Context: an optimization exercise on an open-source flow, tuned for small area. The choices shown serve that exercise and are no tape-out recipe.
Only simulation tests tie the RTL to the original design; equivalence was not proved.

the baseline:
==> module discardStat, before the edit <==
module discardStat (
  input  logic                                  CLK,
  input  logic                                  reset,
  input  logic [discardPkg::WORD_BITS-1:0]       inData,
  input  logic                                  inValid,
  input  logic                                  inSof,
  input  logic                                  inEof,
  input  logic [discardPkg::CHANNEL_COUNT-1:0]  creditReturn,
  output logic                                  outValid,
  output logic [discardPkg::CHANNEL_BITS-1:0]   outChannel,
  output logic [discardPkg::WORD_BITS-1:0]       outData,
  output logic                                  outSof,
  output logic                                  outEof,
  input  logic                                  statRead,
  input  logic [discardPkg::STAT_ADDR_BITS-1:0] statAddr,
  output logic                                  statValid,
  output logic [discardPkg::COUNTER_BITS-1:0]   statData,
  input  logic                                  statWrite,
  input  logic [discardPkg::COUNTER_BITS-1:0]   statWriteData
);
  localparam int NCH = discardPkg::CHANNEL_COUNT;
  localparam int CB  = discardPkg::CREDIT_BITS;
  localparam int NCNT = 2 * NCH;
  logic [NCH-1:0][CB-1:0] credit;
  logic [NCH-1:0][CB-1:0] creditAvail;
  logic [CB-1:0] selCredit;
  logic [CB+1:0] creditDiff;
  logic          inFits;
  logic          inHeader;
  assign inHeader = inValid && inSof;
  logic [NCH-1:0][CB:0] availCarry;
  always_comb begin
    for (int c = 0; c < NCH; c++) begin
      availCarry[c][0] = creditReturn[c];
      for (int i = 0; i < CB; i++) begin
        creditAvail[c][i]  = credit[c][i] ^ availCarry[c][i];
        availCarry[c][i+1] = credit[c][i] & availCarry[c][i];
      end
    end
  end
  assign selCredit = creditAvail[inData[31:30]];
  logic [CB+1:0] diffBorrow;
  always_comb begin
    diffBorrow[0] = 1'b0;
    for (int i = 0; i <= CB; i++) begin
      if (i < CB) begin
        creditDiff[i]   = selCredit[i] ^ inData[i] ^ diffBorrow[i];
        diffBorrow[i+1] = (!selCredit[i] & (inData[i] | diffBorrow[i]))
                        | (inData[i] & diffBorrow[i]);
      end else begin
        creditDiff[i]   = inData[i] ^ diffBorrow[i];
        diffBorrow[i+1] = inData[i] | diffBorrow[i];
      end
    end
    creditDiff[CB+1] = diffBorrow[CB+1];
  end
  assign inFits = !creditDiff[CB+1];
  logic [CB-1:0] creditLoad;
  assign creditLoad = reset ? discardPkg::CREDIT_MAX : creditDiff[CB-1:0];
  always_ff @(posedge CLK) begin
    for (int c = 0; c < NCH; c++) begin
      if (reset || (inHeader && inFits && inData[31:30] == c)) begin
        credit[c] <= creditLoad;
      end else begin
        credit[c] <= creditAvail[c];
      end
    end
  end
  logic [31:0] d1;
  logic        sof1, eof1, v1;
  logic [NCNT-1:0] count1;
  logic        keepCur;
  logic        pass1;
  logic        hdr1;
  logic        fwd1;
  always_ff @(posedge CLK) begin
    d1    <= inData;
    sof1  <= inSof;
    eof1  <= inEof;
    v1    <= inValid && !reset;
    for (int k = 0; k < NCNT; k++) begin
      count1[k] <= !reset && inHeader && inData[31:30] == k[2:1] && inFits == !k[0];
    end
  end
  assign pass1 = count1[0] || count1[2] || count1[4] || count1[6];
  assign hdr1  = |count1;
  assign fwd1  = pass1 || (v1 && !sof1 && keepCur);
  always_ff @(posedge CLK) begin
    if (reset) begin
      keepCur <= 1'b0;
    end else if (hdr1) begin
      keepCur <= pass1;
    end
  end
  logic [31:0] d2;
  logic        sof2, eof2, v2;
  logic [1:0]  lastChannel;
  always_ff @(posedge CLK) begin
    d2     <= d1;
    sof2   <= sof1;
    eof2   <= eof1;
    v2     <= fwd1 && !reset;
    outData <= d2;
    outSof  <= sof2;
    outEof  <= eof2;
    outValid <= v2 && !reset;
    if (outValid && outSof) begin
      lastChannel <= outData[31:30];
    end
  end
  assign outChannel = outSof ? outData[31:30] : lastChannel;
  logic [NCNT-1:0][31:0] counter;
  logic [NCNT-1:0]       countInc;
  logic [NCNT-1:0]       countLoad;
  logic [31:0]           loadValue;
  assign loadValue = reset ? 32'd0 : statWriteData;
  always_comb begin
    for (int k = 0; k < NCNT; k++) begin
      countInc[k]  = count1[k];
      countLoad[k] = reset || (statWrite && statAddr == k[2:0]);
    end
  end
  logic [NCNT-1:0][31:0] countOnes;
  always_comb begin
    for (int k = 0; k < NCNT; k++) begin
      for (int i = 0; i < 32; i++) begin
        if (i == 0) begin
          countOnes[k][i] = 1'b1;
        end else if (i == 11) begin
          countOnes[k][i] = &counter[k][10:0];
        end else if (i == 22) begin
          countOnes[k][i] = &counter[k][21:0];
        end else begin
          countOnes[k][i] = countOnes[k][i-1] & counter[k][i-1];
        end
      end
    end
  end
  always_ff @(posedge CLK) begin
    for (int k = 0; k < NCNT; k++) begin
      if (countLoad[k]) begin
        counter[k] <= loadValue;
      end else begin
        counter[k] <= counter[k] ^ (countOnes[k] & {32{countInc[k]}});
      end
    end
  end
  logic [31:0] readValue;
  always_comb begin
    readValue = '0;
    for (int k = 0; k < NCNT; k++) begin
      readValue = readValue | (counter[k] & {32{statAddr == k[2:0]}});
    end
  end
  always_ff @(posedge CLK) begin
    statValid <= statRead && !reset;
    statData  <= readValue;
  end
endmodule
Settings: LEC_CHECK=0, CAP_MARGIN=20, CORE_MARGIN=2, CORE_UTILIZATION=40, CTS_BUF_LIST=sky130_fd_sc_hd__clkbuf_16, CTS_CLUSTER_DIAMETER=100, CTS_CLUSTER_SIZE=25, GPL_TIMING_DRIVEN=0, SLEW_MARGIN=20; clock period 5.0 ns.
standard.sh (not shown) runs the stock make flow with config.mk's settings and CLKGATE_MAP_FILE= SYNTH_SCRIPT=/design/flow/synth_recipe.tcl, a recipe that flattens the netlist after the stock synthesis.
==> flow/flow/run.sh <==
#!/bin/bash
# The standard layout with two changes:
#  - synthesis is the standard synthesis, except that ABC maps the logic
#    with flow/abc_area.script (area-oriented mapping) instead of ORFS's
#    speed script; registers, their names and cell types are unchanged;
#  - every input and output port gets the smallest buffer (buf_1) instead of
#    the one buffer_ports picks by default.
# Each tool's output goes to the ORFS logs under orfs/logs; make's own output
# goes to standard_flow.log here.
set -euo pipefail
here=$(pwd)
export BUFFER_PORTS_ARGS="-buffer_cell sky130_fd_sc_hd__buf_1"
{
  head -n 1 synth_recipe.tcl
  cat <<TCL
proc abc {args} {
  set i [lsearch -exact \$args -script]
  if { \$i >= 0 } { lset args [expr { \$i + 1 }] $here/flow/abc_area.script }
  yosys abc {*}\$args
}
TCL
  tail -n +2 synth_recipe.tcl
} > area_synth.tcl
sed "s#SYNTH_SCRIPT=[^ ]*#SYNTH_SCRIPT=$here/area_synth.tcl#" standard.sh > area_standard.sh
grep -q "SYNTH_SCRIPT=$here/area_synth.tcl" area_standard.sh
bash area_standard.sh > standard_flow.log 2>&1
==> flow/flow/abc_area.script <==
strash
&get -n
&fraig -x
&put
scorr
dc2
strash
&get -n
&b
&dch -f
&nf -R 1000 -a
&put
> inputs changed (the baseline -> the candidate)
--- a/flow/design.v
+++ b/flow/design.v
@@ -86,35 +86,30 @@
       end else begin
         credit[c] <= creditAvail[c];
       end
     end
   end
   logic [31:0] d1;
-  logic        sof1, eof1, v1;
-  logic [NCNT-1:0] count1;
+  logic        sof1, eof1, fits1, v1;
   logic        keepCur;
-  logic        pass1;
   logic        hdr1;
   logic        fwd1;
   always_ff @(posedge CLK) begin
     d1    <= inData;
     sof1  <= inSof;
     eof1  <= inEof;
+    fits1 <= inFits;
     v1    <= inValid && !reset;
-    for (int k = 0; k < NCNT; k++) begin
-      count1[k] <= !reset && inHeader && inData[31:30] == k[2:1] && inFits == !k[0];
-    end
   end
-  assign pass1 = count1[0] || count1[2] || count1[4] || count1[6];
-  assign hdr1  = |count1;
-  assign fwd1  = pass1 || (v1 && !sof1 && keepCur);
+  assign hdr1 = v1 && sof1;
+  assign fwd1 = v1 && (sof1 ? fits1 : keepCur);
   always_ff @(posedge CLK) begin
     if (reset) begin
       keepCur <= 1'b0;
     end else if (hdr1) begin
-      keepCur <= pass1;
+      keepCur <= fits1;
     end
   end
   logic [31:0] d2;
   logic        sof2, eof2, v2;
   logic [1:0]  lastChannel;
   always_ff @(posedge CLK) begin
@@ -135,13 +130,13 @@
   logic [NCNT-1:0]       countInc;
   logic [NCNT-1:0]       countLoad;
   logic [31:0]           loadValue;
   assign loadValue = reset ? 32'd0 : statWriteData;
   always_comb begin
     for (int k = 0; k < NCNT; k++) begin
-      countInc[k]  = count1[k];
+      countInc[k]  = hdr1 && d1[31:30] == k[2:1] && fits1 == !k[0];
       countLoad[k] = reset || (statWrite && statAddr == k[2:0]);
     end
   end
   logic [NCNT-1:0][31:0] countOnes;
   always_comb begin
     for (int k = 0; k < NCNT; k++) begin
[summary]
Compared with the baseline, in the candidate actual transition at the worst max-transition pin shows a reduction of 0.011 ns; critical path depth shows an increase of 3; synthesized cell count shows no meaningful change.
On wire length, the candidate does better than the baseline.
Across both runs, horizontal die dimension was lower for the candidate than for the baseline.
Summary: with the baseline as the reference, chip height in the candidate moved down slightly.
Overall fraction of global-route tracks in use, the candidate and the baseline, higher one = the baseline.
On the candidate: delay of the slowest critical-path stage is 0.06 ns lower than what the baseline gave.

separate check: timing with driven ports:
How much do the figures lean on ideal ports? The routed layouts below were timed once more, with nothing changed but the port constraints.
Step 1 (the two cells are an assumption about what drives the block):
set clk [get_ports {CLK}]
set_driving_cell -lib_cell sky130_fd_sc_hd__clkbuf_16 $clk
set_driving_cell -lib_cell sky130_fd_sc_hd__buf_2 [delete_from_list [all_inputs] $clk]
Step 2 also shifts input and output timing later by t, the mid clock arrival at the registers, as if the neighbouring blocks saw the same clock.
Three values: no drivers, after step 1, after step 2; two values: the first two.
run | t (ns) | setup WS [ns] | worst setup path at the end | latest minus earliest clock arrival (ns) | slew at the worst register clock pin (ns)
the baseline | 0.607 | 0.148 / 0.181 / -0.426 | input to register | 0.021 / 0.020 | 0.10 / 0.10
the candidate | 0.584 | 0.169 / 0.169 / -0.348 | input to register | 0.030 / 0.030 | 0.11 / 0.11
With both steps, setup timing fails in the baseline and the candidate, where it was met with ideal ports. For the baseline, which loses most, drivers alone change the setup slack by +0.033 ns; drivers and shift together by -0.574 ns.
